Source: an optimization exercise on an open RTL-to-GDS flow (aim: small area and a short achievable clock period). Production flows keep margins and buffers that such runs may drop. Where RTL was checked, it was by simulation tests only, not by an equivalence proof against the original. The RTL of runs 1 and 2 was laid out without a check of its function. Power and IR drop assume default switching activity.

File: constraint.sdc
create_clock -name core_clock -period 7.5 [get_ports {iCLK}]
set_input_delay 1.5000 -clock core_clock [delete_from_list [all_inputs] [get_ports {iCLK}]]
set_output_delay 1.5000 -clock core_clock [all_outputs]
set_load 0.01 [all_outputs]
File: design.v
package pe_array_pkg;
    localparam int NCOL   = 4;
    localparam int BW     = 16;
    localparam int ACC_BW = 24;
    localparam int OUT_BW = 8;
endpackage
import pe_array_pkg::*;
module psum_drain
#(
    parameter int MAX_ROWS = 16,
    parameter int OFIFO_D  = 8,
    parameter int SHIFT    = 2,
    parameter int RELU     = 1
) (
    input  logic                        iCLK,
    input  logic                        iRSTn,
    input  logic                        iStart,
    input  logic [$clog2(MAX_ROWS):0]   iNumRows,
    input  logic [7:0]                  iNumPass,
    input  logic                        iPsumVld,
    input  logic [NCOL*BW-1:0]          iPsum,
    output logic [NCOL*OUT_BW-1:0]      oData,
    output logic                        oValid,
    input  logic                        iReady,
    output logic                        oBusy,
    output logic                        oDone,
    output logic                        oOvf
);
    localparam int RA   = $clog2(MAX_ROWS);
    localparam int LO_W = 12;                  
    localparam int HI_W = ACC_BW - LO_W;       
    localparam int XH_W = BW - LO_W;           
    localparam int NST  = NCOL + 1;            
    localparam int SA   = $clog2(OFIFO_D);
    logic          busy, done_q, fin, first, ovf_q, ov;
    logic [RA-1:0] rm1, row;
    logic [SA-1:0] wslot, rdp;
    logic [7:0]    left;
    logic [RA:0]   held, avail;
    logic          start, done_c, pop, load;
    logic [RA-1:0] rm1_in;
    logic [7:0]    left_in;
    always_comb begin
        if (iNumRows == '0)                        rm1_in = '0;
        else if (iNumRows >= (RA+1)'(MAX_ROWS))     rm1_in = RA'(MAX_ROWS - 1);
        else                                       rm1_in = RA'(iNumRows - 1'b1);
        left_in = (iNumPass == 8'd0) ? 8'd0 : iNumPass - 8'd1;
    end
    assign start  = iStart && !busy && !done_q;
    assign done_c = busy && fin && (held == '0);
    logic          take0, fst0, lst0, acc0, wrap0;
    logic [RA-1:0] rm1_e;
    assign take0 = iPsumVld && !fin && (busy || start);
    assign fst0  = first;
    assign lst0  = start ? (left_in == 8'd0) : (left == 8'd0);
    assign rm1_e = start ? rm1_in : rm1;
    assign wrap0 = (row == rm1_e);
    assign acc0  = (held < (RA+1)'(OFIFO_D));
    logic [NST-1:0]          s_wen, s_fst, s_lst;
    logic [NST-1:0][RA-1:0]  s_ra, s_wa;
    logic [NST-1:1]          r_wen, r_fst, r_lst;
    logic [NST-1:1][RA-1:0]  r_ra, r_wa;
    always_comb begin
        s_wen[0] = take0 && (!lst0 || acc0);
        s_fst[0] = fst0;
        s_lst[0] = lst0;
        s_ra[0]  = row;
        s_wa[0]  = lst0 ? RA'(wslot) : row;
        for (int k = 1; k < NST; k++) begin
            s_wen[k] = r_wen[k];
            s_fst[k] = r_fst[k];
            s_lst[k] = r_lst[k];
            s_ra[k]  = r_ra[k];
            s_wa[k]  = r_wa[k];
        end
    end
    always_ff @(posedge iCLK or negedge iRSTn) begin
        if (!iRSTn) r_wen <= '0;
        else        r_wen <= s_wen[NST-2:0];
    end
    always_ff @(posedge iCLK) begin
        r_fst <= s_fst[NST-2:0];
        r_lst <= s_lst[NST-2:0];
        r_ra  <= s_ra[NST-2:0];
        r_wa  <= s_wa[NST-2:0];
    end
    logic [RA-1:0] row_nx;
    logic          first_nx;
    always_comb begin
        row_nx   = row;
        first_nx = first;
        if (take0) begin
            row_nx = wrap0 ? '0 : row + 1'b1;
            if (wrap0 && !lst0) first_nx = 1'b0;
        end
        if (done_c) first_nx = 1'b1;
    end
    always_ff @(posedge iCLK or negedge iRSTn) begin
        if (!iRSTn) begin
            busy   <= 1'b0;
            done_q <= 1'b0;
            ovf_q  <= 1'b0;
            fin    <= 1'b0;
            row    <= '0;
            wslot  <= '0;
            first  <= 1'b1;
        end else begin
            done_q <= done_c;
            row    <= row_nx;
            first  <= first_nx;
            if (done_c) begin
                busy  <= 1'b0;
                fin   <= 1'b0;
                wslot <= '0;
            end
            if (start) begin
                busy  <= 1'b1;
                ovf_q <= 1'b0;
            end
            if (take0 && lst0 && acc0) wslot <= wslot + 1'b1;
            if (take0 && lst0 && !acc0) ovf_q <= 1'b1;
            if (take0 && lst0 && wrap0) fin <= 1'b1;
        end
    end
    always_ff @(posedge iCLK) begin
        if (start) begin
            rm1   <= rm1_in;
            left  <= left_in;
        end
        if (take0 && wrap0 && !lst0) left <= (start ? left_in : left) - 8'd1;
    end
    logic [LO_W-1:0] bank_lo [NCOL][MAX_ROWS];
    logic [HI_W-1:0] bank_hi [NCOL][MAX_ROWS];
    logic [NCOL-1:0][MAX_ROWS-1:0] psel;      
    logic [MAX_ROWS-1:0]           nsel;      
    for (genvar i = 0; i < MAX_ROWS; i++) begin : g_row
        for (genvar k = 0; k < NCOL; k++) begin : g_sel
            assign psel[k][i] = (s_ra[k] == RA'(i));
        end
        assign nsel[i] = (row_nx == RA'(i));
    end
    for (genvar c = 0; c < NCOL; c++) begin : g_col
        logic [LO_W-1:0] p_lo, r_lo, n_lo;
        logic [LO_W:0]   s_lo;
        logic            cy_q, nz_q;
        logic [XH_W-1:0] xh_q;
        logic            f_lo, b_lo;
        always_comb begin
            r_lo = '0;
            for (int i = 0; i < MAX_ROWS; i++)
                if ((c == 0) ? nsel[i] : psel[(c == 0) ? 0 : c-1][i]) r_lo = r_lo | bank_lo[c][i];
        end
        if (c == 0) begin : g_f0
            assign f_lo = first_nx;
            assign b_lo = s_wen[0] && (s_wa[0] == row_nx);
        end else begin : g_fc
            assign f_lo = s_fst[c-1];
            assign b_lo = s_wen[c] && (s_wa[c] == s_ra[c-1]);
        end
        assign n_lo = f_lo ? '0 : (b_lo ? s_lo[LO_W-1:0] : r_lo);
        always_ff @(posedge iCLK) p_lo <= n_lo;
        ks_add #(.W(LO_W)) u_add_lo (
            .a  (iPsum[c*BW +: LO_W]),
            .b  (p_lo),
            .ci (1'b0),
            .s  (s_lo[LO_W-1:0]),
            .co (s_lo[LO_W])
        );
        always_ff @(posedge iCLK) begin
            if (s_wen[c]) bank_lo[c][s_wa[c]] <= s_lo[LO_W-1:0];
            cy_q <= s_lo[LO_W];
            nz_q <= |s_lo[LO_W-1:9];
            xh_q <= iPsum[c*BW+LO_W +: XH_W];
        end
        logic [HI_W-1:0] p_hi, r_hi, n_hi, b_hi, s_hi, wd_hi;
        logic            hz, co_hi, b_hb;
        always_comb begin
            r_hi = '0;
            for (int i = 0; i < MAX_ROWS; i++)
                if (psel[c][i]) r_hi = r_hi | bank_hi[c][i];
        end
        assign b_hb = s_wen[c+1] && (s_wa[c+1] == s_ra[c]);
        assign n_hi = s_fst[c] ? '0 : (b_hb ? wd_hi : r_hi);
        always_ff @(posedge iCLK) p_hi <= n_hi;
        assign b_hi = {{(HI_W-XH_W){xh_q[XH_W-1]}}, xh_q};
        ks_add #(.W(HI_W)) u_add_hi (
            .a  (p_hi),
            .b  (b_hi),
            .ci (cy_q),
            .s  (s_hi),
            .co (co_hi)
        );
        always_comb begin
            hz = ((p_hi[0] ^ b_hi[0]) == cy_q);
            for (int i = 1; i < HI_W-1; i++)
                hz = hz && ((p_hi[i] ^ b_hi[i]) == (p_hi[i-1] | b_hi[i-1]));
        end
        always_comb begin
            wd_hi = s_hi;
            if (s_lst[c+1]) wd_hi[0] = nz_q || !hz;
        end
        always_ff @(posedge iCLK) begin
            if (s_wen[c+1]) bank_hi[c][s_wa[c+1]] <= wd_hi;
        end
    end
    logic [NCOL*OUT_BW-1:0] oq, rq;
    always_comb begin
        for (int c = 0; c < NCOL; c++) begin
            logic [LO_W-1:0] el;
            logic [HI_W-1:0] eh;
            el = bank_lo[c][RA'(rdp)];
            eh = bank_hi[c][RA'(rdp)];
            if (eh[HI_W-1])                  rq[c*OUT_BW +: OUT_BW] = 8'd0;
            else if (eh[0] || (&el[8:1]))    rq[c*OUT_BW +: OUT_BW] = 8'd127;
            else                             rq[c*OUT_BW +: OUT_BW] = {1'b0, el[8:2] + {6'd0, el[1]}};
        end
    end
    assign pop  = ov && iReady;
    assign load = (avail != '0) && (!ov || iReady);
    always_ff @(posedge iCLK or negedge iRSTn) begin
        if (!iRSTn) begin
            oq    <= '0;
            ov    <= 1'b0;
            held  <= '0;
            avail <= '0;
        end else begin
            if (load) begin
                oq <= rq;
                ov <= 1'b1;
            end else if (pop) begin
                oq <= '0;
                ov <= 1'b0;
            end
            held  <= held + (RA+1)'(take0 && lst0 && acc0) - (RA+1)'(pop);
            avail <= avail + (RA+1)'(s_wen[NST-1] && s_lst[NST-1]) - (RA+1)'(load);
        end
    end
    always_ff @(posedge iCLK) begin
        if (start)     rdp <= '0;
        else if (load) rdp <= rdp + 1'b1;
    end
    assign oData  = oq;
    assign oValid = ov;
    assign oBusy  = busy;
    assign oDone  = done_q;
    assign oOvf   = ovf_q;
endmodule
module ks_add #(
    parameter int W = 12
) (
    input  logic [W-1:0] a,
    input  logic [W-1:0] b,
    input  logic         ci,
    output logic [W-1:0] s,
    output logic         co
);
    localparam int L = $clog2(W + 1);
    logic [W:0] g [L+1];
    logic [W:0] p [L+1];
    assign g[0] = {a & b, ci};
    assign p[0] = {a ^ b, 1'b0};
    for (genvar l = 0; l < L; l++) begin : g_lvl
        for (genvar i = 0; i <= W; i++) begin : g_bit
            if (i >= (1 << l)) begin : g_op
                assign g[l+1][i] = g[l][i] | (p[l][i] & g[l][i - (1 << l)]);
                assign p[l+1][i] = p[l][i] & p[l][i - (1 << l)];
            end else begin : g_pass
                assign g[l+1][i] = g[l][i];
                assign p[l+1][i] = p[l][i];
            end
        end
    end
    assign s  = p[0][W:1] ^ g[L][W-1:0];
    assign co = g[L][W];
endmodule
module psum_drain_top (
    input  logic        iCLK,
    input  logic        iRSTn,
    input  logic        iStart,
    input  logic [4:0]  iNumRows,
    input  logic [7:0]  iNumPass,
    input  logic        iPsumVld,
    input  logic [63:0] iPsum,
    output logic [31:0] oData,
    output logic        oValid,
    input  logic        iReady,
    output logic        oBusy,
    output logic        oDone,
    output logic        oOvf
);
    psum_drain #(
        .MAX_ROWS (16),
        .OFIFO_D  (8),
        .SHIFT    (2),
        .RELU     (1)
    ) u_drain (
        .iCLK     (iCLK),
        .iRSTn    (iRSTn),
        .iStart   (iStart),
        .iNumRows (iNumRows),
        .iNumPass (iNumPass),
        .iPsumVld (iPsumVld),
        .iPsum    (iPsum),
        .oData    (oData),
        .oValid   (oValid),
        .iReady   (iReady),
        .oBusy    (oBusy),
        .oDone    (oDone),
        .oOvf     (oOvf)
    );
endmodule
File: config.mk
export PLATFORM = sky130hd
export DESIGN_NAME = psum_drain_top
export DESIGN_NICKNAME = psum_drain_top
export VERILOG_FILES = /design/flow/design.v
export SDC_FILE = /design/flow/constraint.sdc
export NUM_CORES = 4
export LEC_CHECK = 0
export CAP_MARGIN = 20
export CORE_MARGIN = 2
export CORE_UTILIZATION = 40
export SETUP_SLACK_MARGIN = 4.3
export SLEW_MARGIN = 20
export TNS_END_PERCENT = 10
File: run.sh
#!/bin/bash
# synth_recipe.tcl (not shown) runs the flow's synth.tcl, then flattens the netlist and writes it again
# the make line also repeats each setting of config.mk as NAME=value (left out here)
make -C /OpenROAD-flow-scripts/flow DESIGN_CONFIG=/design/flow/config.mk WORK_HOME=/design/flow/orfs CLKGATE_MAP_FILE= SYNTH_SCRIPT=/design/flow/synth_recipe.tcl finish
==> run summary, run 1 <==
synthesized instance count=4,746; I/O pin cnt=about 120; met1 demand-to-capacity share in global routing=between 20% and 30%; count of buffers inserted at the top-level ports=approximately 110; final hold violation count=0; total power density per cell area=between 400 and 500 nW/um2; kind of end point of the critical path=register; Sw Pwr=around 13 mW; floorplan die width=about 430 um; combined global-route utilization of all metal layers=a little under a quarter; total count of max-transition violations in the final report=0; Clock Skews=0.0566 ns; post-layout minimum cycle time=between 3 and 4 ns; Post-synth EDFFs=approximately 1,500; most used routing layer=met2; most frequent standard cell in the layout excluding fill and tap cells=edfxtp_1; classification of the worst-slack hold path=register to register; Synth Cell Area=71,700 um2; area delta synth->final=19.8%; initial cell density of the core=between 40% and 50%; Worst Path Required=between 8 and 9 ns; vias in the first global route=44,400; Die Y=approximately 430 um; P_int=23.8 mW; average vias per placed instance=a little under 6; DPL Wire Length=about 120 mm; commonest non-fill, non-tap cells in the layout=edfxtp_1 (1,536), a22oi_1 (478), buf_4 (242); Initial DRC Count=5,138; met2 Track Usage GR=between 30% and 40%; clock-pin slew of the registers on the worst-case setup and hold paths=roughly 0.060 ns; Fmax achieved=approximately 0.27 GHz; fin crit share=between 40% and 50%; core area=about 180,000 um2; part of the power in combinational logic=roughly a third; total DRC errors in the routed layout=0; post-layout utilization of the core=between 40% and 50%; post-synthesis sequential area ratio=a little over 70%; master cell of the clock root buffer=clkbuf_16; Num CTS Buffers=180; Max Root-Sink Buffers=3; standby leakage power=28.9 nW; number of placement rows=155; crit path DAT=approximately 4.4 ns; CTS tree=yes; H-tree levels=4; RSZ-0062 raised after global routing=yes; mean routed wirelength per cell=~28 um; die footprint=~180,000 um2; Yosys warnings=4; fraction of registers with async set/reset=approximately 3.1%; overflow left after global routing=0; peak fanout along the critical path=6; fraction of final layout cells with drive strength greater than 1=about 20%; run status=finished clean; tightest slew margin relative to the limit=a little under a quarter; number of nets in the layout=5,346; CP Launch Type=input pin; Final GP Congestion=between 0.8 and 0.9; part of the power in registers=40.8%; length of the first detailed-routing pass in iterations=8; CTS sink cnt=around 1,800; Switching Share=a little over a third; post-route ant nets=0; number of buffers added to fix hold violations after cts=0; Total Power=36.7 mW; transition at the pin with the smallest max-transition slack=1.16 ns; initial antenna violation count=0; Synth Flop Type=edfxtp_1; peak supply drop=0.318 mV; CP Class=input pin to register; met3 capacity usage during global routing=between 3 and 4%; maximum number of pins on one net before global-route repair=49; ant diodes=0; final setup violation count=0; maximum capacitance violations=0; part of the power in the clock network=between 20% and 30%; synthesis-stage register bit count=between 1,500 and 2,000; mean cell area of the mapped netlist=around 15 um2; DRT Wirelength=214 mm; wire length of the first global-routing pass=about 300 mm; via count of the routed design=45,200; latest clock arrival within the worst-skew pair=about 0.83 ns; total negative setup slack=0 ns; library cells used by synthesis=74
## final cells by class
cell class	count	area, um2
Clock buffer	248	5040
Clock inverter	92	1070
Fill cell	15000	92300
Inverter	156	604
Multi-Input combinational cell	2598	21700
Sequential cell	1764	51000
Tap cell	2355	2950
Timing Repair Buffer	390	3560
## critical path, cell delays in order
cell      delay [ns]
buf_8           0.10
inv_4           0.06
ha_4            0.12
nor4b_4         0.21
buf_4           0.19
a211oi_4        0.05
o32ai_4         0.32
a41oi_4         0.23
mux2_4          0.38
xnor2_2         0.14
nand2_2         0.14
or4_4           0.67
o21bai_1        0.17
a31oi_1         0.06
## sequential cells by signal, summed over array words and instances, names as in the netlist, 4 cells and up, named ones only
name,count
u_drain.bank_hi,768
u_drain.bank_lo,768
u_drain.g_col.p_hi,48
u_drain.g_col.p_lo,48
u_drain.oq,28
u_drain.g_col.xh_q,16
u_drain.r_wa,16
u_drain.r_ra,12
u_drain.left,8
u_drain.avail,5
u_drain.held,5
u_drain.g_col.cy_q,4
u_drain.g_col.nz_q,4
u_drain.r_lst,4
u_drain.r_wen,4
u_drain.rm1,4
u_drain.row,4
## through the flow
stage | area [um2] | cells | setup slack (ns) | hold slack (ns)
finish | 85900 | 7603 | 3.83 | 0.407
global route | 85900 | 7603 | 3.78 | 0.414
CTS | 84500 | 7535 | 3.87 | 0.417
detailed placement | 77000 | 7129 | 1.57 | 0.422
global placement | 76800 | 7125 | 1.66 | 0.429
floorplan | 72100 | 4749 | 3.39 | 0.325
## logic make-up after synthesis
kind of cell	count (synthesis)	share of synthesized area (%)
compound gates	1048	11.0
xor+xnor	170	2.08
fa+ha+maj	174	3.14
buf+inv	399	2.18
flops	1764	71.1
mux	141	3.40
other cells	1	0.00523
simple gates	1049	7.17
## power groups by stage
stage          clock network, mW  registers [mW]  logic [mW]
3_3_place_gp                   0            15.2        10.9
5_1_grt                     9.63            15.1        13.6
3_5_place_dp                   0            15.2        11.1
6_report                    9.11            15.0        12.7
4_1_cts                     9.23            15.0        11.8
2_1_floorplan                  0            14.6        7.25
## what timing repair did
| action | 4_1_cts | 5_1_grt |
|---|---|---|
| setup buffers | 56 | 62 |
| endpoints found under the setup margin | 940 | 1003 |
| resized for setup | 229 | 159 |
| cloned | 10 | 5 |
| pin swaps | 58 | 82 |
## worst paths after layout
check	startpoint	to	slack, ns	cells past startpoint
max in group asynchronous	iRSTn	u_drain.row[2]	5.76	2
min in group asynchronous	iRSTn	u_drain.oq[14]	0.53	1
setup / recovery	iNumPass[0]	u_drain.g_col[0].p_lo[5]	3.83	14
setup reg to reg	u_drain.row[1]	u_drain.g_col[0].p_lo[5]	4.10	11
hold / removal	u_drain.r_lst[3]	u_drain.r_lst[4]	0.41	0
hold reg to reg	u_drain.r_lst[3]	u_drain.r_lst[4]	0.41	0
## synthesized netlist by cell type, drive strengths merged, types with 9 or more instances
cell type / count / area [um2]
edfxtp: 1536 / 46100
a22oi: 479 / 3600
nor2: 307 / 1160
nor3: 232 / 1160
clkbuf: 199 / 747
dfxtp: 173 / 3460
ha: 164 / 2050
inv: 156 / 586
nand3: 150 / 751
a22o: 117 / 1020
nand2: 116 / 435
a221oi: 113 / 990
o21ai: 104 / 521
xnor2: 102 / 893
nand4: 81 / 507
mux4: 80 / 1800
xor2: 68 / 596
a21oi: 63 / 315
dfrtp: 54 / 1350
buf: 44 / 233
mux2i: 43 / 430
nand2b: 32 / 200
nor2b: 24 / 150
o21a: 22 / 165
and3: 21 / 131
a21o: 19 / 143
mux2: 18 / 203
a211oi: 17 / 163
and2: 17 / 106
nand3b: 15 / 113
or3: 15 / 93.8
a222oi: 12 / 120
nor4: 12 / 75.1
o21bai: 12 / 90.1
a21boi: 11 / 82.6
a32oi: 11 / 96.3
a31oi: 10 / 62.6
fa: 10 / 200
o211ai: 10 / 75.1
o31ai: 10 / 75.1
o41ai: 9 / 78.8
## routing by layer
layer / vias to the layer above / part of all wire, %
met5: - / 0
met4: 0 / 4.0
met3: 447 / 7.3
met2: 2068 / 49
met1: 23200 / 40
li1: 19500 / -
==> inputs of run 2 (changes only) <==
--- a/config.mk
+++ b/config.mk
@@ -10,4 +10,3 @@
 export CORE_UTILIZATION = 40
 export SETUP_SLACK_MARGIN = 4.3
 export SLEW_MARGIN = 20
-export TNS_END_PERCENT = 10
==> run summary, run 2 <==
most frequent standard cell in the layout excluding fill and tap cells=edfxtp_1; launch instance of the worst register-to-register path=u_drain.busy; register area=51,000 um2 (about the same); crit path setup slack, layout=3.72 ns (-0.110 ns); total DRC errors in the routed layout=0 (unchanged); classification of the worst-slack hold path=register to register; compound-cell area share of the yosys netlist=11.0% (unchanged); Total Power=37.0 mW (+0.69%); CTS tree=yes; core area=178,000 um2 (unchanged); total power density per cell area=427 nW/um2 (-0.17%); launch point of the critical path=iNumPass[1]; tightest slew margin relative to the limit=22.2% (-0.65 points); latest clock arrival within the worst-skew pair=0.81 ns (-0.02 ns); average vias per placed instance=5.93 (-0.32%); Max Root-Sink Buffers=3 (unchanged); Yosys warnings=4 (unchanged); final setup violation count=0 (unchanged); ranking of synthesized cells by area=edfxtp_1 (64%), a22oi_1 (5.0%), dfxtp_1 (4.8%), ha_1 (2.9%), mux4_2 (2.5%); H-tree levels=4 (unchanged); Multi-input gate area=22,000 um2 (+1.4%); Register-to-Register Path Depth=11 (unchanged); Final GP Congestion=0.877 (-2.0%); post-layout utilization of the core=48.6% (+0.41 points); Initial DRC Count=5,608 (+9.1%); share of the synthesized netlist area taken by xor and xnor gates=2.08% (unchanged); maximum number of pins on one net before global-route repair=56 (+14%); maximum cell stage delay along the critical path=0.58 ns (-0.09 ns); length of the first detailed-routing pass in iterations=6 (-2); DP Cell Count=7,107 (-0.31%); fin crit share=50.5% (+1.5 points); floorplan die width=427 um (unchanged); clock-pin slew of the registers on the worst-case setup and hold paths=0.06 ns (about the same); die footprint=183,000 um2 (unchanged); CTS sink cnt=1,764 (unchanged); fraction of registers with async set/reset=3.12% (unchanged); number of buffers added to fix hold violations after cts=0 (unchanged); post-synthesis share of cell area spent on full adders, half adders and majority gates=3.14% (unchanged); slowest stage cell on the critical path=or4_4; wire length of the first global-routing pass=301 mm (-1.1%); ranking of synthesized cells by instance count=edfxtp_1 (1,536), a22oi_1 (479), nor2_1 (306), nor3_1 (232), clkbuf_1 (199); maximum capacitance violations=0 (unchanged); pre-CTS worst setup slack=1.34 ns (-0.224 ns); master cell of the clock root buffer=clkbuf_16; combinational family with the most area after synthesis=compound AO/OA/AOI/OAI gates; R2R setup slack=4.15 ns (+0.05 ns); commonest non-fill, non-tap cells in the layout=edfxtp_1 (1,536), a22oi_1 (477), buf_4 (233); library cells used by synthesis=74 (unchanged); post-synthesis sequential area ratio=71.1% (unchanged); DPL Wire Length=117 mm (-4.0%); mean routed wirelength per cell=27.6 um (-2.1%); count of buffers inserted at the top-level ports=113 (unchanged); most common cell in the netlist=edfxtp_1; vias in the first global route=44,400 (-0.13%); mean cell area of the mapped netlist=15.1 um2 (unchanged); hold path endpoint=u_drain.r_wa[14]; HP Start=u_drain.r_wa[10]; final hold violation count=0 (unchanged); combined global-route utilization of all metal layers=22.5% (-0.34 points); transition at the pin with the smallest max-transition slack=1.16 ns (+0.00822 ns); Worst Path Required=8.18 ns (about the same); # fillers=14,900 (-0.78%); I/O pin cnt=118 (unchanged); top cell type's share of synthesized area=64.3% (unchanged); synthesis-stage register bit count=1,764 (unchanged); Post-synth EDFFs=1,536 (unchanged); standby leakage power=29.3 nW (+1.3%); area delta synth->final=20.8%; CP Class=input pin to register; Num CTS Buffers=182 (+1.1%); number of cells in the finished layout apart from fillers=7,632 (+0.38%); post-route ant nets=0 (unchanged); critical-path cell list=buf_8 > or3_4 > nor3b_4 > mux2i_2 > a41oi_4 > buf_12 > mux2_4 > xnor2_2 > nand2_2 > or4_4 > o21bai_1 > a31oi_1; RSZ-0062 raised after global routing=yes; endpoint of the worst register-to-register path=u_drain.g_col[0].p_lo[10]; total negative setup slack=0 ns (unchanged); CP Launch Type=input pin; number of placement rows=155 (unchanged); initial cell density of the core=40.2% (unchanged); worst hold path stage count=0 (unchanged); post-layout minimum cycle time=3.78 ns (+0.110 ns); Clock Skews=0.0311 ns (-0.0254 ns); run status=finished clean; Synth Cell Area=71,700 um2 (unchanged); Die Y=427 um (unchanged); via count of the routed design=45,200 (+0.058%); Synth Flop Type=edfxtp_1; total count of max-transition violations in the final report=0 (unchanged); initial antenna violation count=6 (+6); mux contribution to synthesized area=3.40% (unchanged); Synth Area in Simple Gates=7.17% (unchanged); kind of end point of the critical path=register; overflow left after global routing=0 (unchanged); cell taking the most area after synthesis=edfxtp_1; number of nets in the layout=5,374 (+0.52%); crit path DAT=4.46 ns (+0.10 ns); peak fanout along the critical path=6 (unchanged); peak supply drop=0.278 mV (-13%); Fmax achieved=0.264 GHz (-2.9%); synthesized instance count=4,746 (unchanged); fraction of final layout cells with drive strength greater than 1=21.8% (+1.5 points); DRT Wirelength=211 mm (-1.7%)
-- run 2: cell counts after synthesis --
No cell type changed its count.
-- run 2: worst max-delay path, delay by kind of cell --
family,cells,cell delay [ns]
compound gates,3,0.46
xor+xnor,1,0.18
buf+inv,2,0.28
mux,2,0.66
simple gates,4,1.37
-- run 2: logic make-up (layout without fill, tap and decap cells) --
logic type	after synthesis	in the layout
simple gates	1049	1055
buf+inv	399	917
mux	141	141
xor+xnor	170	170
other cells	1	6
flops	1764	1764
compound gates	1048	1050
fa+ha+maj	174	174
-- run 2: where the power goes --
group,switching (mW),total (mW),leakage [nW],internal (mW)
combinational,8.17,13.0,10.4,4.83
clock,3.85,9.01,2.95,5.16
sequential,0.944,15.0,15.9,14.0
-- run 2: routing by layer --
metal	global-route usage [%]	part of all wire, %	vias to the layer above	routed length [um]
met3	3.86	7.8	449	16500
li1	-	-	19600	-
met4	8.14	3.9	6	8170
met1	29.3	39	23000	82900
met5	0	0.020	-	42
met2	37.9	49	2188	103000
-- run 2: layout make-up --
cell class | instances | share of cell area [%]
Clock inverter | 98 | 1.11
Tap cell | 2355 | 3.40
Antenna cell | 2 | 0.00578
Clock buffer | 243 | 5.79
Inverter | 156 | 0.712
Multi-Input combinational cell | 2594 | 25.4
Timing Repair Buffer | 420 | 4.72
Sequential cell | 1764 | 58.9
-- run 2: repair_timing --
item | 4_1_cts | 5_1_grt
cloned | 10 | 4
buffers inserted | 104 | 60
gates resized for setup | 293 | 170
pin swaps | 117 | 106
endpoints found under the setup margin | 1017 | 783
-- run 2: worst max path at each step --
| stage | slack [ns] | endpoint | depth (start not counted) |
|---|---|---|---|
| after global placement | 1.46 | u_drain.g_col[0].p_lo[3] | 10 |
| after detailed placement | 1.34 | u_drain.g_col[0].p_lo[3] | 13 |
| final | 3.72 | u_drain.g_col[0].p_lo[10] | 12 |
| after CTS | 3.91 | u_drain.g_col[0].p_lo[2] | 11 |
| after floorplan | 3.39 | u_drain.g_col[0].p_lo[3] | 12 |
| after global routing | 3.74 | u_drain.g_col[0].p_lo[10] | 14 |
-- run 2: stage by stage --
| stage | hold WS, ns | instance area (um2) |
|---|---|---|
| finish | 0.416 | 86600 |
| global route | 0.423 | 86600 |
| CTS | 0.411 | 85200 |
| detailed placement | 0.412 | 77300 |
| global placement | 0.414 | 77100 |
| floorplan | 0.325 | 72700 |
==> inputs of run 3 (changes only) <==
--- a/design.v
+++ b/design.v
@@ -33,39 +33,42 @@
     localparam int NST  = NCOL + 1;            
     localparam int SA   = $clog2(OFIFO_D);
     logic          busy, done_q, fin, first, ovf_q, ov;
+    logic          lst_q;                      
+    logic          r1_q;                       
     logic [RA-1:0] rm1, row;
     logic [SA-1:0] wslot, rdp;
-    logic [7:0]    left;
+    logic [7:0]    left;                       
     logic [RA:0]   held, avail;
     logic          start, done_c, pop, load;
     logic [RA-1:0] rm1_in;
-    logic [7:0]    left_in;
+    logic          r1_in, p1_in, p2_in;
     always_comb begin
         if (iNumRows == '0)                        rm1_in = '0;
         else if (iNumRows >= (RA+1)'(MAX_ROWS))     rm1_in = RA'(MAX_ROWS - 1);
         else                                       rm1_in = RA'(iNumRows - 1'b1);
-        left_in = (iNumPass == 8'd0) ? 8'd0 : iNumPass - 8'd1;
+        r1_in = (iNumRows[RA:1] == '0);
+        p1_in = (iNumPass[7:1] == '0);                         
+        p2_in = (iNumPass[7:2] == '0) && !(&iNumPass[1:0]);    
     end
     assign start  = iStart && !busy && !done_q;
     assign done_c = busy && fin && (held == '0);
-    logic          take0, fst0, lst0, acc0, wrap0;
-    logic [RA-1:0] rm1_e;
+    logic take0, lst0, acc0, wrap0, r1_e, adv;
     assign take0 = iPsumVld && !fin && (busy || start);
-    assign fst0  = first;
-    assign lst0  = start ? (left_in == 8'd0) : (left == 8'd0);
-    assign rm1_e = start ? rm1_in : rm1;
-    assign wrap0 = (row == rm1_e);
+    assign lst0  = start ? p1_in : lst_q;
+    assign r1_e  = start ? r1_in : r1_q;
+    assign wrap0 = start ? r1_in : (row == rm1);
     assign acc0  = (held < (RA+1)'(OFIFO_D));
+    assign adv   = take0 && wrap0 && !lst0;           
     logic [NST-1:0]          s_wen, s_fst, s_lst;
     logic [NST-1:0][RA-1:0]  s_ra, s_wa;
     logic [NST-1:1]          r_wen, r_fst, r_lst;
     logic [NST-1:1][RA-1:0]  r_ra, r_wa;
     always_comb begin
-        s_wen[0] = take0 && (!lst0 || acc0);
-        s_fst[0] = fst0;
+        s_wen[0] = take0 && (!lst_q || acc0);
+        s_fst[0] = first;
         s_lst[0] = lst0;
         s_ra[0]  = row;
-        s_wa[0]  = lst0 ? RA'(wslot) : row;
+        s_wa[0]  = lst_q ? RA'(wslot) : row;
         for (int k = 1; k < NST; k++) begin
             s_wen[k] = r_wen[k];
             s_fst[k] = r_fst[k];
@@ -89,10 +92,8 @@
     always_comb begin
         row_nx   = row;
         first_nx = first;
-        if (take0) begin
-            row_nx = wrap0 ? '0 : row + 1'b1;
-            if (wrap0 && !lst0) first_nx = 1'b0;
-        end
+        if (take0) row_nx = wrap0 ? '0 : row + 1'b1;
+        if (adv)    first_nx = 1'b0;
         if (done_c) first_nx = 1'b1;
     end
     always_ff @(posedge iCLK or negedge iRSTn) begin
@@ -117,7 +118,7 @@
                 busy  <= 1'b1;
                 ovf_q <= 1'b0;
             end
-            if (take0 && lst0 && acc0) wslot <= wslot + 1'b1;
+            if (take0 && lst0 && acc0)  wslot <= wslot + 1'b1;
             if (take0 && lst0 && !acc0) ovf_q <= 1'b1;
             if (take0 && lst0 && wrap0) fin <= 1'b1;
         end
@@ -125,9 +126,13 @@
     always_ff @(posedge iCLK) begin
         if (start) begin
             rm1   <= rm1_in;
-            left  <= left_in;
+            r1_q  <= r1_in;
+            left  <= adv ? iNumPass - 8'd2 : iNumPass - 8'd1;
+            lst_q <= adv ? p2_in : p1_in;
+        end else if (adv) begin
+            left  <= left - 8'd1;
+            lst_q <= (left == 8'd1);
         end
-        if (take0 && wrap0 && !lst0) left <= (start ? left_in : left) - 8'd1;
     end
     logic [LO_W-1:0] bank_lo [NCOL][MAX_ROWS];
     logic [HI_W-1:0] bank_hi [NCOL][MAX_ROWS];
@@ -139,26 +144,30 @@
         end
         assign nsel[i] = (row_nx == RA'(i));
     end
+    logic [NCOL-1:0][MAX_ROWS-1:0] lsel;      
+    logic [NCOL-1:0]               lfst, lfwd;
+    always_comb begin
+        lsel[0] = nsel;
+        lfst[0] = first_nx;
+        lfwd[0] = take0 && r1_e;
+        for (int c = 1; c < NCOL; c++) begin
+            lsel[c] = psel[c-1];
+            lfst[c] = s_fst[c-1];
+            lfwd[c] = s_wen[c] && r1_q;
+        end
+    end
     for (genvar c = 0; c < NCOL; c++) begin : g_col
-        logic [LO_W-1:0] p_lo, r_lo, n_lo;
+        logic [LO_W-1:0] p_lo, r_lo;
         logic [LO_W:0]   s_lo;
         logic            cy_q, nz_q;
         logic [XH_W-1:0] xh_q;
-        logic            f_lo, b_lo;
         always_comb begin
             r_lo = '0;
             for (int i = 0; i < MAX_ROWS; i++)
-                if ((c == 0) ? nsel[i] : psel[(c == 0) ? 0 : c-1][i]) r_lo = r_lo | bank_lo[c][i];
-        end
-        if (c == 0) begin : g_f0
-            assign f_lo = first_nx;
-            assign b_lo = s_wen[0] && (s_wa[0] == row_nx);
-        end else begin : g_fc
-            assign f_lo = s_fst[c-1];
-            assign b_lo = s_wen[c] && (s_wa[c] == s_ra[c-1]);
+                if (lsel[c][i]) r_lo = r_lo | bank_lo[c][i];
         end
-        assign n_lo = f_lo ? '0 : (b_lo ? s_lo[LO_W-1:0] : r_lo);
-        always_ff @(posedge iCLK) p_lo <= n_lo;
+        always_ff @(posedge iCLK)
+            p_lo <= lfst[c] ? LO_W'(2) : (lfwd[c] ? s_lo[LO_W-1:0] : r_lo);
         ks_add #(.W(LO_W)) u_add_lo (
             .a  (iPsum[c*BW +: LO_W]),
             .b  (p_lo),
@@ -172,16 +181,15 @@
             nz_q <= |s_lo[LO_W-1:9];
             xh_q <= iPsum[c*BW+LO_W +: XH_W];
         end
-        logic [HI_W-1:0] p_hi, r_hi, n_hi, b_hi, s_hi, wd_hi;
-        logic            hz, co_hi, b_hb;
+        logic [HI_W-1:0] p_hi, r_hi, b_hi, s_hi, wd_hi;
+        logic            hz, co_hi;
         always_comb begin
             r_hi = '0;
             for (int i = 0; i < MAX_ROWS; i++)
                 if (psel[c][i]) r_hi = r_hi | bank_hi[c][i];
         end
-        assign b_hb = s_wen[c+1] && (s_wa[c+1] == s_ra[c]);
-        assign n_hi = s_fst[c] ? '0 : (b_hb ? wd_hi : r_hi);
-        always_ff @(posedge iCLK) p_hi <= n_hi;
+        always_ff @(posedge iCLK)
+            p_hi <= s_fst[c] ? '0 : ((s_wen[c+1] && r1_q) ? wd_hi : r_hi);
         assign b_hi = {{(HI_W-XH_W){xh_q[XH_W-1]}}, xh_q};
         ks_add #(.W(HI_W)) u_add_hi (
             .a  (p_hi),
@@ -210,9 +218,9 @@
             logic [HI_W-1:0] eh;
             el = bank_lo[c][RA'(rdp)];
             eh = bank_hi[c][RA'(rdp)];
-            if (eh[HI_W-1])                  rq[c*OUT_BW +: OUT_BW] = 8'd0;
-            else if (eh[0] || (&el[8:1]))    rq[c*OUT_BW +: OUT_BW] = 8'd127;
-            else                             rq[c*OUT_BW +: OUT_BW] = {1'b0, el[8:2] + {6'd0, el[1]}};
+            if (eh[HI_W-1])   rq[c*OUT_BW +: OUT_BW] = 8'd0;
+            else if (eh[0])   rq[c*OUT_BW +: OUT_BW] = 8'd127;
+            else              rq[c*OUT_BW +: OUT_BW] = {1'b0, el[8:2]};
         end
     end
     assign pop  = ov && iReady;
--- a/config.mk
+++ b/config.mk
@@ -8,5 +8,7 @@
 export CAP_MARGIN = 20
 export CORE_MARGIN = 2
 export CORE_UTILIZATION = 40
-export SETUP_SLACK_MARGIN = 4.3
+export CTS_BUF_LIST = sky130_fd_sc_hd__clkbuf_4 sky130_fd_sc_hd__clkbuf_8
+export SETUP_SLACK_MARGIN = 4.5
 export SLEW_MARGIN = 20
+export TNS_END_PERCENT = 10
==> run summary, run 3 <==
CTS tree=yes; Switching Share=34.7% (-0.35 points); fin crit share=44.0% (-6.4 points); vias in the first global route=43,700 (-1.4%); ranking of synthesized cells by instance count=edfxtp_1 (1,549), a22oi_1 (293), nor2_1 (261), clkbuf_1 (174), dfxtp_1 (162); crit path setup slack, layout=4.20 ns (+0.481 ns); maximum number of pins on one net before global-route repair=56 (unchanged); R2R setup slack=4.32 ns (+0.17 ns); total power density per cell area=412 nW/um2 (-3.6%); final hold violation count=0 (unchanged); most common cell in the netlist=edfxtp_1; total count of max-transition violations in the final report=0 (unchanged); Fmax achieved=0.303 GHz (+15%); HP Start=u_drain.r_wa[0]; part of the power in the clock network=25.2% (+0.8 points); transition at the pin with the smallest max-transition slack=1.18 ns (+0.0108 ns); post-layout minimum cycle time=3.30 ns (-0.481 ns); library cells used by synthesis=87 (+18%); launch instance of the worst register-to-register path=u_drain.row[1]; fraction of final layout cells with drive strength greater than 1=22.7% (+0.86 points); master cell of the clock root buffer=clkbuf_8; most frequent standard cell in the layout excluding fill and tap cells=edfxtp_1; maximum cell stage delay along the critical path=0.47 ns (-0.11 ns); fraction of registers with async set/reset=3.11% (-0.0035 points); worst hold margin=0.391 ns (-0.0248 ns); kind of end point of the critical path=output port; worst setup path end=oData[21]; Die Y=424 um (-0.77%); synthesized instance count=4,496 (-5.3%); synthesis-stage register bit count=1,766 (+0.11%); part of the power in registers=41.9% (+1.4 points); number of nets in the layout=5,208 (-3.1%); H-tree levels=5 (+1); area after detailed placement=76,000 um2 (-1.6%); mean cell area of the mapped netlist=15.7 um2 (+3.9%); via count of the routed design=44,600 (-1.4%); peak fanout along the critical path=2 (-4); post-synthesis sequential area ratio=72.4% (+1.4 points); total DRC errors in the routed layout=0 (unchanged); I/O pin cnt=118 (unchanged); Sw Pwr=12.0 mW (-7.6%); Post-synth EDFFs=1,549 (+0.85%); launch point of the critical path=u_drain.oq[21]; critical-path cell list=dlygate4sd2_1; die footprint=180,000 um2 (-1.5%); total negative setup slack=0 ns (unchanged); P_int=22.5 mW (-6.2%); floorplan die width=424 um (-0.77%); Clock Skews=0.0860 ns (+0.0549 ns); count of buffers inserted at the top-level ports=113 (unchanged); endpoint of the worst register-to-register path=u_drain.g_col[0].p_lo[2]; maximum capacitance violations=0 (unchanged); area delta synth->final=18.8%; clock-pin slew of the registers on the worst-case setup and hold paths=0.06 ns (about the same); crit path DAT=1.80 ns (-2.66 ns); DRT Wirelength=216 mm (+2.6%); Num CTS Buffers=306 (+68%); top cell type's share of synthesized area=65.9% (+1.6 points); peak supply drop=0.269 mV (-3.2%); CTS sink cnt=1,766 (+0.11%); combined global-route utilization of all metal layers=23.4% (+0.85 points); overflow left after global routing=0 (unchanged); core area=176,000 um2 (-1.4%); length of the first detailed-routing pass in iterations=8 (+2); run status=finished clean; part of the power in combinational logic=32.8% (-2.4 points); Worst Path Required=6.00 ns (-2.18 ns); Synth Cell Area=70,600 um2 (-1.5%); ranking of synthesized cells by area=edfxtp_1 (66%), dfxtp_1 (4.6%), a22oi_1 (3.1%), ha_1 (2.8%), mux4_2 (2.3%); cell type group with the largest total delay on the critical path=flip-flops; latest clock arrival within the worst-skew pair=1.04 ns (+0.23 ns); RSZ-0062 raised after global routing=yes; wire length of the first global-routing pass=306 mm (+1.7%); average vias per placed instance=5.92 (about the same); pre-CTS worst setup slack=2.34 ns (+0.995 ns); Register-to-Register Path Depth=12 (+1); initial cell density of the core=40.2% (-0.056 points); final setup violation count=0 (unchanged); tightest slew margin relative to the limit=21.2% (-0.92 points); number of placement rows=154 (-0.65%); number of buffers added to fix hold violations after cts=0 (unchanged); Yosys warnings=4 (unchanged); CP Class=register to output port; Synth Flop Type=edfxtp_1; CP Launch Type=register; Max Root-Sink Buffers=4 (+1); count of buffer and inverter cells on the critical path=1 (-1); Final GP Congestion=0.904 (+3.0%); initial antenna violation count=2 (-4); critical path depth in cells=1 (-11); commonest non-fill, non-tap cells in the layout=edfxtp_1 (1,549), clkbuf_8 (334), a22oi_1 (291); design area=83,900 um2 (-3.2%); mean routed wirelength per cell=28.7 um (+4.0%); slowest stage cell on the critical path=dfrtp_2; standby leakage power=28.4 nW (-2.9%); classification of the worst-slack hold path=register to register; DPL Wire Length=122 mm (+4.4%); Initial DRC Count=5,913 (+5.4%); post-route ant nets=0 (unchanged); cell taking the most area after synthesis=edfxtp_1
## run 3: cell types whose count changed in the layout (fill, tap and decap cells not counted), moves of 66 or more
| cell | change |
|---|---|
| clkbuf_16 | -191 |
| a22oi_1 | -186 |
| clkbuf_8 | +323 |
| a222oi_1 | +66 |
| clkbuf_4 | +110 |
| a21oi_1 | +94 |
| nor3_1 | -129 |
## run 3: final cells by class
cell class | instances | area [um2]
Antenna cell | 7 | 17.5
Clock buffer | 444 | 5420
Clock inverter | 87 | 572
Fill cell | 15000 | 91900
Inverter | 154 | 621
Multi-Input combinational cell | 2369 | 19900
Sequential cell | 1766 | 51200
Tap cell | 2340 | 2930
Timing Repair Buffer | 356 | 3200
Timing Repair inverter | 4 | 30.0
## run 3: routing by layer
| metal | vias to the layer above | wire length [um] | global-route usage [%] |
|---|---|---|---|
| met4 | 0 | 8070 | 9.42 |
| met3 | 418 | 18700 | 4.06 |
| li1 | 19000 | - | - |
| met2 | 2412 | 105000 | 38.5 |
| met5 | - | 0 | 0 |
| met1 | 22700 | 84700 | 30.8 |
## run 3: worst min path at each step
| stage | depth (start not counted) | endpoint | slack, ns |
|---|---|---|---|
| 2_1_floorplan | 0 | u_drain.r_lst[2] | 0.32 |
| 3_3_place_gp | 0 | u_drain.r_wa[11] | 0.41 |
| 3_5_place_dp | 0 | u_drain.r_wa[7] | 0.40 |
| 4_1_cts | 0 | u_drain.r_wa[7] | 0.40 |
| 5_1_grt | 0 | u_drain.r_wa[7] | 0.41 |
| 6_report | 0 | u_drain.r_wa[4] | 0.39 |
## run 3: what timing repair did
item,in CTS,in global routing
buffers inserted,54,29
pin swaps,30,46
endpoints found under the hold margin,0,0
cloned,2,5
endpoints found under the setup margin,1058,916
resized for setup,201,103
## run 3: power by group through the flow
stage	clock (mW)	sequential, mW	combinational [mW]
floorplan	0	14.1	6.49
global placement	0	14.7	9.99
detailed placement	0	14.7	10.2
CTS	8.83	14.5	10.8
global route	9.27	14.5	12.1
finish	8.71	14.5	11.3
## run 3: kinds of logic (layout without fill, tap and decap cells)
logic type	Yosys count	in the layout	synth area share [%]
compound gates	1137	1139	12.2
xor+xnor	148	148	1.85
fa+ha+maj	169	169	3.10
buf+inv	366	1045	2.04
flops	1766	1766	72.4
mux	116	116	2.92
other cells	1	11	0.00531
simple gates	793	793	5.47
## run 3: metrics by stage
step / utilization (%) / std cells / power, mW
detailed placement: 43.3 / 6897 / 24.9
floorplan: - / 4499 / 20.6
CTS: 47.2 / 7484 / 34.1
finish: 47.7 / 7527 / 34.5
global placement: 43.2 / 6893 / 24.7
global route: 47.7 / 7526 / 35.9
==> inputs of run 4 (changes only) <==
--- a/config.mk
+++ b/config.mk
@@ -8,7 +8,6 @@
 export CAP_MARGIN = 20
 export CORE_MARGIN = 2
 export CORE_UTILIZATION = 40
-export CTS_BUF_LIST = sky130_fd_sc_hd__clkbuf_4 sky130_fd_sc_hd__clkbuf_8
 export SETUP_SLACK_MARGIN = 4.5
 export SLEW_MARGIN = 20
 export TNS_END_PERCENT = 10
==> run summary, run 4 <==
synthesized instance count=4,496 (unchanged); Final GP Congestion=0.904 (unchanged); maximum number of pins on one net before global-route repair=56 (unchanged); peak fanout along the critical path=8 (+6); floorplan die width=424 um (unchanged); share of the synthesized netlist area taken by xor and xnor gates=1.85% (unchanged); Worst Path Required=8.01 ns (+2.01 ns); Num CTS Buffers=180 (-41%); count of buffer and inverter cells on the critical path=2 (+1); Initial DRC Count=5,983 (+1.2%); initial cell density of the core=40.2% (unchanged); crit path setup slack, layout=4.16 ns (-0.0345 ns); Die Y=424 um (unchanged); Register-to-Register Path Depth=5 (-7); ranking of synthesized cells by instance count=edfxtp_1 (1,549), a22oi_1 (293), nor2_1 (261), clkbuf_1 (174), dfxtp_1 (162); I/O pin cnt=118 (unchanged); fin crit share=44.5% (+0.46 points); fraction of registers with async set/reset=3.11% (unchanged); total DRC errors in the routed layout=0 (unchanged); mean cell area of the mapped netlist=15.7 um2 (unchanged); cell taking the most area after synthesis=edfxtp_1; ant diodes=0 (-7); overflow left after global routing=0 (unchanged); CP Class=input pin to register; standby leakage power=28.4 nW (-0.20%); R2R setup slack=4.34 ns (+0.02 ns); CTS sink cnt=1,766 (unchanged); area delta synth->final=18.9%; combined global-route utilization of all metal layers=23.4% (about the same); hold path endpoint=u_drain.r_wa[7]; maximum cell stage delay along the critical path=0.56 ns (+0.09 ns); mux contribution to synthesized area=2.92% (unchanged); crit path DAT=3.85 ns (+2.05 ns); Synth Cell Area=70,600 um2 (unchanged); cell type group with the largest total delay on the critical path=buffers and inverters; Yosys warnings=4 (unchanged); most common cell in the netlist=edfxtp_1; transition at the pin with the smallest max-transition slack=1.15 ns (-0.0221 ns); clock-pin slew of the registers on the worst-case setup and hold paths=0.06 ns (about the same); synthesis-stage register bit count=1,766 (unchanged); Synth Area in Simple Gates=5.47% (unchanged); number of buffers added to fix hold violations after cts=0 (unchanged); average vias per placed instance=5.97 (+0.83%); post-route ant nets=0 (unchanged); Max Root-Sink Buffers=3 (-1); top cell type's share of synthesized area=65.9% (unchanged); total count of max-transition violations in the final report=0 (unchanged); total negative setup slack=0 ns (unchanged); classification of the worst-slack hold path=register to register; RSZ-0062 raised after global routing=yes; total power density per cell area=416 nW/um2 (+1.1%); CP Launch Type=input pin; maximum capacitance violations=0 (unchanged); HP Start=u_drain.r_wa[3]; die footprint=180,000 um2 (unchanged); vias in the first global route=42,900 (-2.0%); launch instance of the worst register-to-register path=u_drain.rdp[0]; compound-cell area share of the yosys netlist=12.2% (unchanged); critical-path cell list=clkdlybuf4s50_1 > ha_2 > nand3_1 > nand2_1 > a41o_1 > o41a_1 > xnor2_4 > clkinvlp_4; Fmax achieved=0.300 GHz (-1.0%); CTS tree=yes; Clock Skews=0.0448 ns (-0.0412 ns); post-layout minimum cycle time=3.34 ns (+0.0345 ns); library cells used by synthesis=87 (unchanged); endpoint of the worst register-to-register path=u_drain.oq[30]; H-tree levels=4 (-1); combinational family with the most area after synthesis=compound AO/OA/AOI/OAI gates; number of placement rows=154 (unchanged); run status=finished clean; pre-CTS worst setup slack=2.34 ns (unchanged); Total Power=35.0 mW (+1.2%); area after detailed placement=76,000 um2 (unchanged); Post-synth EDFFs=1,549 (unchanged); post-layout utilization of the core=47.8% (+0.059 points); wire length of the first global-routing pass=305 mm (-0.52%); latest clock arrival within the worst-skew pair=0.83 ns (-0.21 ns); count of buffers inserted at the top-level ports=113 (unchanged); number of nets in the layout=5,090 (-2.3%); kind of end point of the critical path=register; most frequent standard cell in the layout excluding fill and tap cells=edfxtp_1; commonest non-fill, non-tap cells in the layout=edfxtp_1 (1,549), a22oi_1 (292), buf_4 (225); slowest stage cell on the critical path=clkdlybuf4s50_1; core area=176,000 um2 (unchanged); post-synthesis share of cell area spent on full adders, half adders and majority gates=3.10% (unchanged); master cell of the clock root buffer=clkbuf_16; worst hold path stage count=0 (unchanged); design area=84,000 um2 (+0.12%); length of the first detailed-routing pass in iterations=9 (+1); DRT Wirelength=214 mm (-0.78%); tightest slew margin relative to the limit=22.8% (+1.6 points); via count of the routed design=43,800 (-1.7%); final setup violation count=0 (unchanged); final hold violation count=0 (unchanged); mean routed wirelength per cell=29.2 um (+1.8%); Synth Flop Type=edfxtp_1; initial antenna violation count=2 (unchanged); fraction of final layout cells with drive strength greater than 1=19.3% (-3.4 points); post-synthesis sequential area ratio=72.4% (unchanged); peak supply drop=0.259 mV (-3.6%); ranking of synthesized cells by area=edfxtp_1 (66%), dfxtp_1 (4.6%), a22oi_1 (3.1%), ha_1 (2.8%), mux4_2 (2.3%); DPL Wire Length=122 mm (unchanged)
-- run 4: area by class of cell --
cell class                      instances  area, um2
Clock buffer                          271       5190
Clock inverter                         67        792
Fill cell                           14800      91800
Inverter                              154        621
Multi-Input combinational cell       2369      20000
Sequential cell                      1766      51200
Tap cell                             2340       2930
Timing Repair Buffer                  363       3250
Timing Repair inverter                  5       35.0
-- run 4: logic make-up (layout without fill, tap and decap cells) --
family / count (synthesis) / count (layout)
buffers and inverters: 366 / 860
DFF: 1766 / 1766
other: 1 / 4
xor gates and xnor gates: 148 / 149
muxes: 116 / 116
and+or+nand+nor: 793 / 793
adders and majority gates: 169 / 169
AOI/OAI and AO/OA: 1137 / 1138
-- run 4: report_power, final --
group	switching (mW)	internal (mW)	total [mW]
Combinational	7.30	4.19	11.5
Clock	3.82	5.20	9.02
Sequential	0.854	13.6	14.4
Total	12.0	23.0	35.0
-- run 4: stage by stage --
stage,instances,hold slack (ns)
floorplan,4499,0.325
global placement,6893,0.409
detailed placement,6897,0.395
CTS,7309,0.400
global route,7335,0.416
finish,7335,0.404
-- run 4: what timing repair did --
action                                  4_1_cts  5_1_grt
endpoints found under the setup margin     1116      979
resized for setup                           179      109
pin swaps                                    62       49
buffers inserted                             68       23
cloned                                        6        2
-- run 4: routing by layer --
layer,wire length [um],vias to the layer above,GRT usage [%],share of wire [%]
met1,85000,22400,31.2,40
met2,104000,2267,38.6,48
met4,7990,0,8.56,3.7
met5,0,-,0,0
li1,-,18800,-,-
met3,17700,350,3.64,8.2
-- run 4: how the worst max path moves through the flow --
stage,startpoint,endpoint,slack [ns],cells past startpoint
2_1_floorplan,iPsum[17],u_drain.bank_lo[16][11],3.86,10
5_1_grt,u_drain.g_col[2].cy_q,u_drain.g_col[2].p_hi[9],4.09,11
6_report,iPsum[56],u_drain.bank_lo[55][11],4.16,8
4_1_cts,u_drain.oq[26],oData[26],4.10,1
3_5_place_dp,iStart,u_drain.g_col[0].p_lo[5],2.34,9
3_3_place_gp,iStart,u_drain.g_col[0].p_lo[5],2.41,10
==> inputs of run 5 (changes only) <==
--- a/design.v
+++ b/design.v
@@ -36,7 +36,8 @@
     logic          lst_q;                      
     logic          r1_q;                       
     logic [RA-1:0] rm1, row;
-    logic [SA-1:0] wslot, rdp;
+    logic [SA-1:0] wslot;
+    logic [OFIFO_D-1:0] rdp;                   
     logic [7:0]    left;                       
     logic [RA:0]   held, avail;
     logic          start, done_c, pop, load;
@@ -216,8 +217,13 @@
         for (int c = 0; c < NCOL; c++) begin
             logic [LO_W-1:0] el;
             logic [HI_W-1:0] eh;
-            el = bank_lo[c][RA'(rdp)];
-            eh = bank_hi[c][RA'(rdp)];
+            el = '0;
+            eh = '0;
+            for (int i = 0; i < OFIFO_D; i++)
+                if (rdp[i]) begin
+                    el = el | bank_lo[c][i];
+                    eh = eh | bank_hi[c][i];
+                end
             if (eh[HI_W-1])   rq[c*OUT_BW +: OUT_BW] = 8'd0;
             else if (eh[0])   rq[c*OUT_BW +: OUT_BW] = 8'd127;
             else              rq[c*OUT_BW +: OUT_BW] = {1'b0, el[8:2]};
@@ -244,8 +250,8 @@
         end
     end
     always_ff @(posedge iCLK) begin
-        if (start)     rdp <= '0;
-        else if (load) rdp <= rdp + 1'b1;
+        if (start)     rdp <= OFIFO_D'(1);
+        else if (load) rdp <= {rdp[OFIFO_D-2:0], rdp[OFIFO_D-1]};
     end
     assign oData  = oq;
     assign oValid = ov;
==> flow/run.sh (new file) <==
#!/bin/bash
# The standard layout (the standard.sh, standard synthesis unchanged), with
# the port buffers made from sky130_fd_sc_hd__buf_2 instead of the default
# delay-cell buffer. Every input and output port is still buffered.
set -euo pipefail
bash standard.sh "BUFFER_PORTS_ARGS=-buffer_cell sky130_fd_sc_hd__buf_2" finish > standard_flow.log 2>&1
==> standard.sh (new file) <==
#!/bin/bash
# synth_recipe.tcl (not shown) runs the flow's synth.tcl, then flattens the netlist and writes it again
# the make line also repeats each setting of config.mk as NAME=value (left out here)
make -C /OpenROAD-flow-scripts/flow DESIGN_CONFIG=/design/flow/config.mk WORK_HOME=/design/flow/orfs CLKGATE_MAP_FILE= SYNTH_SCRIPT=/design/flow/synth_recipe.tcl "${@:-finish}"
removed: run.sh
==> run summary, run 5 <==
run status=finished clean; library cells used by synthesis=88 (+1.1%); Total Power=35.0 mW (+0.20%); post-layout minimum cycle time=3.18 ns (-0.158 ns); post-route ant nets=0 (unchanged); maximum number of pins on one net before global-route repair=56 (unchanged); Worst Path Required=8.21 ns (+0.20 ns); maximum capacitance violations=0 (unchanged); CP Launch Type=input pin; Die Y=424 um (about the same); fin crit share=42.4% (-2.1 points); crit path DAT=3.89 ns (+0.04 ns); total power density per cell area=423 nW/um2 (+1.6%); Num CTS Buffers=178 (-1.1%); core area=176,000 um2 (+0.11%); slowest stage cell on the critical path=a2111oi_4; floorplan die width=424 um (about the same); H-tree levels=4 (unchanged); critical-path cell list=buf_8 > buf_4 > nand2b_1 > a2111oi_4 > o211ai_1 > buf_4 > nor3b_2 > a222oi_1 > nor2_1 > or3_1 > o211a_1; cell taking the most area after synthesis=edfxtp_1; peak fanout along the critical path=7 (-1); # fillers=15,000 (+1.1%); CP Class=input pin to register; via count of the routed design=45,500 (+3.9%); design area=82,800 um2 (-1.4%); number of nets in the layout=5,234 (+2.8%); DRT Wirelength=215 mm (+0.26%); maximum cell stage delay along the critical path=0.41 ns (-0.15 ns); transition at the pin with the smallest max-transition slack=1.12 ns (-0.0302 ns); total negative setup slack=0 ns (unchanged); fraction of final layout cells with drive strength greater than 1=17.7% (-1.6 points); kind of end point of the critical path=register; tightest slew margin relative to the limit=24.9% (+2.1 points); pre-CTS worst setup slack=2.81 ns (+0.471 ns); combined global-route utilization of all metal layers=23.3% (-0.060 points); peak supply drop=0.335 mV (+29%); most frequent standard cell in the layout excluding fill and tap cells=edfxtp_1; count of buffers inserted at the top-level ports=113 (unchanged); area after detailed placement=75,400 um2 (-0.82%); post-layout utilization of the core=47.1% (-0.71 points); Max Root-Sink Buffers=3 (unchanged); number of buffers added to fix hold violations after cts=0 (unchanged); ranking of synthesized cells by area=edfxtp_1 (66%), dfxtp_1 (4.6%), a22oi_1 (3.0%), ha_1 (2.8%), a22o_1 (2.7%); launch instance of the worst register-to-register path=u_drain.row[0]; DPL Wire Length=120 mm (-2.1%); area delta synth->final=17.2%; I/O pin cnt=118 (unchanged); launch point of the critical path=iStart; overflow left after global routing=0 (unchanged); Synth Flop Type=edfxtp_1; die footprint=180,000 um2 (about the same); latest clock arrival within the worst-skew pair=0.83 ns (about the same); Initial DRC Count=6,140 (+2.6%); number of placement rows=154 (unchanged); post-synthesis sequential area ratio=72.4% (about the same); classification of the worst-slack hold path=register to register; CTS tree=yes; Post-synth EDFFs=1,549 (unchanged); total count of max-transition violations in the final report=0 (unchanged); Fmax achieved=0.315 GHz (+5.0%); initial cell density of the core=40.2% (about the same); standby leakage power=27.8 nW (-1.9%); vias in the first global route=44,400 (+3.6%); wire length of the first global-routing pass=308 mm (+0.98%); top cell type's share of synthesized area=65.8% (about the same); crit path setup slack, layout=4.32 ns (+0.158 ns); ranking of synthesized cells by instance count=edfxtp_1 (1,549), a22oi_1 (281), nor2_1 (271), a22o_1 (218), a221oi_1 (201); master cell of the clock root buffer=clkbuf_16; Yosys warnings=4 (unchanged); commonest non-fill, non-tap cells in the layout=edfxtp_1 (1,549), a22oi_1 (279), a22o_1 (218); final hold violation count=0 (unchanged); mean routed wirelength per cell=28.7 um (-1.8%); cell seen most often among critical-path stages=buf_4; Clock Skews=0.0330 ns (-0.0118 ns); Synth Cell Area=70,700 um2 (about the same); final setup violation count=0 (unchanged); Final GP Congestion=0.894 (-1.1%); fraction of registers with async set/reset=3.11% (-0.0035 points); length of the first detailed-routing pass in iterations=6 (-3); synthesized instance count=4,686 (+4.2%); CTS sink cnt=1,768 (+0.11%); most common cell in the netlist=edfxtp_1; initial antenna violation count=9 (+7); synthesis-stage register bit count=1,768 (+0.11%); RSZ-0062 raised after global routing=yes; average vias per placed instance=6.08 (+1.8%); HP Start=u_drain.r_lst[3]; total DRC errors in the routed layout=0 (unchanged); mean cell area of the mapped netlist=15.1 um2 (-4.0%); clock-pin slew of the registers on the worst-case setup and hold paths=0.06 ns (about the same)
run 5: changes by cell type after synthesis, sizes merged, moves of 14 or more:
cell / before / now
nor3: 92 / 118
a211oi: 41 / 65
a22o: 153 / 218
a32o: 14 / 0
nand2: 124 / 167
mux2i: 43 / 23
a221oi: 143 / 201
mux4: 72 / 0
o21ai: 115 / 100
a222oi: 78 / 63
nand4: 76 / 109
run 5: layout make-up:
type	count	area (um2)	share of cell area, %
tap	2340	2930	3.54
sequential	1768	51200	61.8
inverter	153	592	0.715
antenna	7	17.5	0.0212
clock inverter	78	923	1.12
multi-input combinational	2546	19700	23.8
timing repair buffer	337	2410	2.91
clock buffer	256	5050	6.10
run 5: cell families (layout without fill, tap and decap cells):
logic type      after synthesis  count (layout)  synth area share (%)
other cells                   1              11               0.00531
fa+ha+maj                   168             168                  3.08
xor+xnor                    141             142                  1.75
compound gates             1256            1256                  13.6
buf+inv                     380             824                  2.12
simple gates                941             945                  6.52
mux                          31              31                 0.464
flops                      1768            1768                  72.4
run 5: per-stage QoR:
stage	hold slack, ns	std cells
6_report	0.396	7485
5_1_grt	0.392	7483
4_1_cts	0.397	7458
3_5_place_dp	0.389	7081
3_3_place_gp	0.384	7077
2_1_floorplan	0.325	4689
run 5: timing repair:
action,4_1_cts,5_1_grt
setup endpoints to repair,726,682
gates resized for setup,77,54
buffers inserted,40,16
cloned,3,2
pin swaps,20,16
run 5: worst max-delay path: cells and delay by family:
kind,cells,cell delay (ns)
AOI/OAI and AO/OA,4,1.16
buffers and inverters,3,0.41
and+or+nand+nor,4,0.82
run 5: power breakdown:
part | internal (mW) | leakage, nW | switching, mW
logic | 3.75 | 9.00 | 7.65
clock network | 5.29 | 2.89 | 3.77
registers | 13.8 | 16.0 | 0.816
run 5: worst paths after layout:
kind / depth (start not counted) / to / slack, ns
worst max register to register: 10 / u_drain.g_col[1].p_lo[7] / 4.34
worst min-delay path: 0 / u_drain.r_lst[4] / 0.40
min in group asynchronous: 1 / u_drain.oq[6] / 0.82
worst max-delay path: 11 / u_drain.g_col[0].p_lo[10] / 4.32
worst min register to register: 0 / u_drain.r_lst[4] / 0.40
max in group asynchronous: 1 / u_drain.row[1] / 6.03
run 5: routing by layer:
metal  wire [um]  GRT usage [%]
met4        8460           9.48
met2       99700           36.7
met1       86000           31.9
met3       20800           4.21
met5          30              0

-- re-timing with driven ports --
The flow's constraints put no driver on any port. The routed layouts listed below were extracted and timed again, unchanged, in two steps. Step 1, drivers: a clkbuf_16 drives iCLK and a buf_2 each remaining input, both assumed. Step 2 adds t to the input delays and takes it off the output delays; t is the mean of the earliest and latest rising clock arrival at the registers after step 1. Input paths then give back, and output paths get back, about the clock's delay inside the block. Slacks: ideal ports / drivers / drivers and shift; pairs: ideal ports / drivers.
run | t, ns | setup slack, ns | cell pins on the clock port's net
run 1 | 0.893 | 3.826 / 3.872 / 2.980 | 1
run 2 | 0.876 | 3.716 / 3.751 / 2.875 | 1
run 3 | 1.068 | 4.198 / 4.128 / 3.178 | 1
run 4 | 0.893 | 4.163 / 4.089 / 3.332 | 1
run 5 | 0.897 | 4.321 / 4.292 / 3.422 | 1
After both steps setup and hold are still met in every run listed. The setup slack of run 3, which loses most, moves by -0.070 ns with the drivers and by -1.020 ns with both steps.
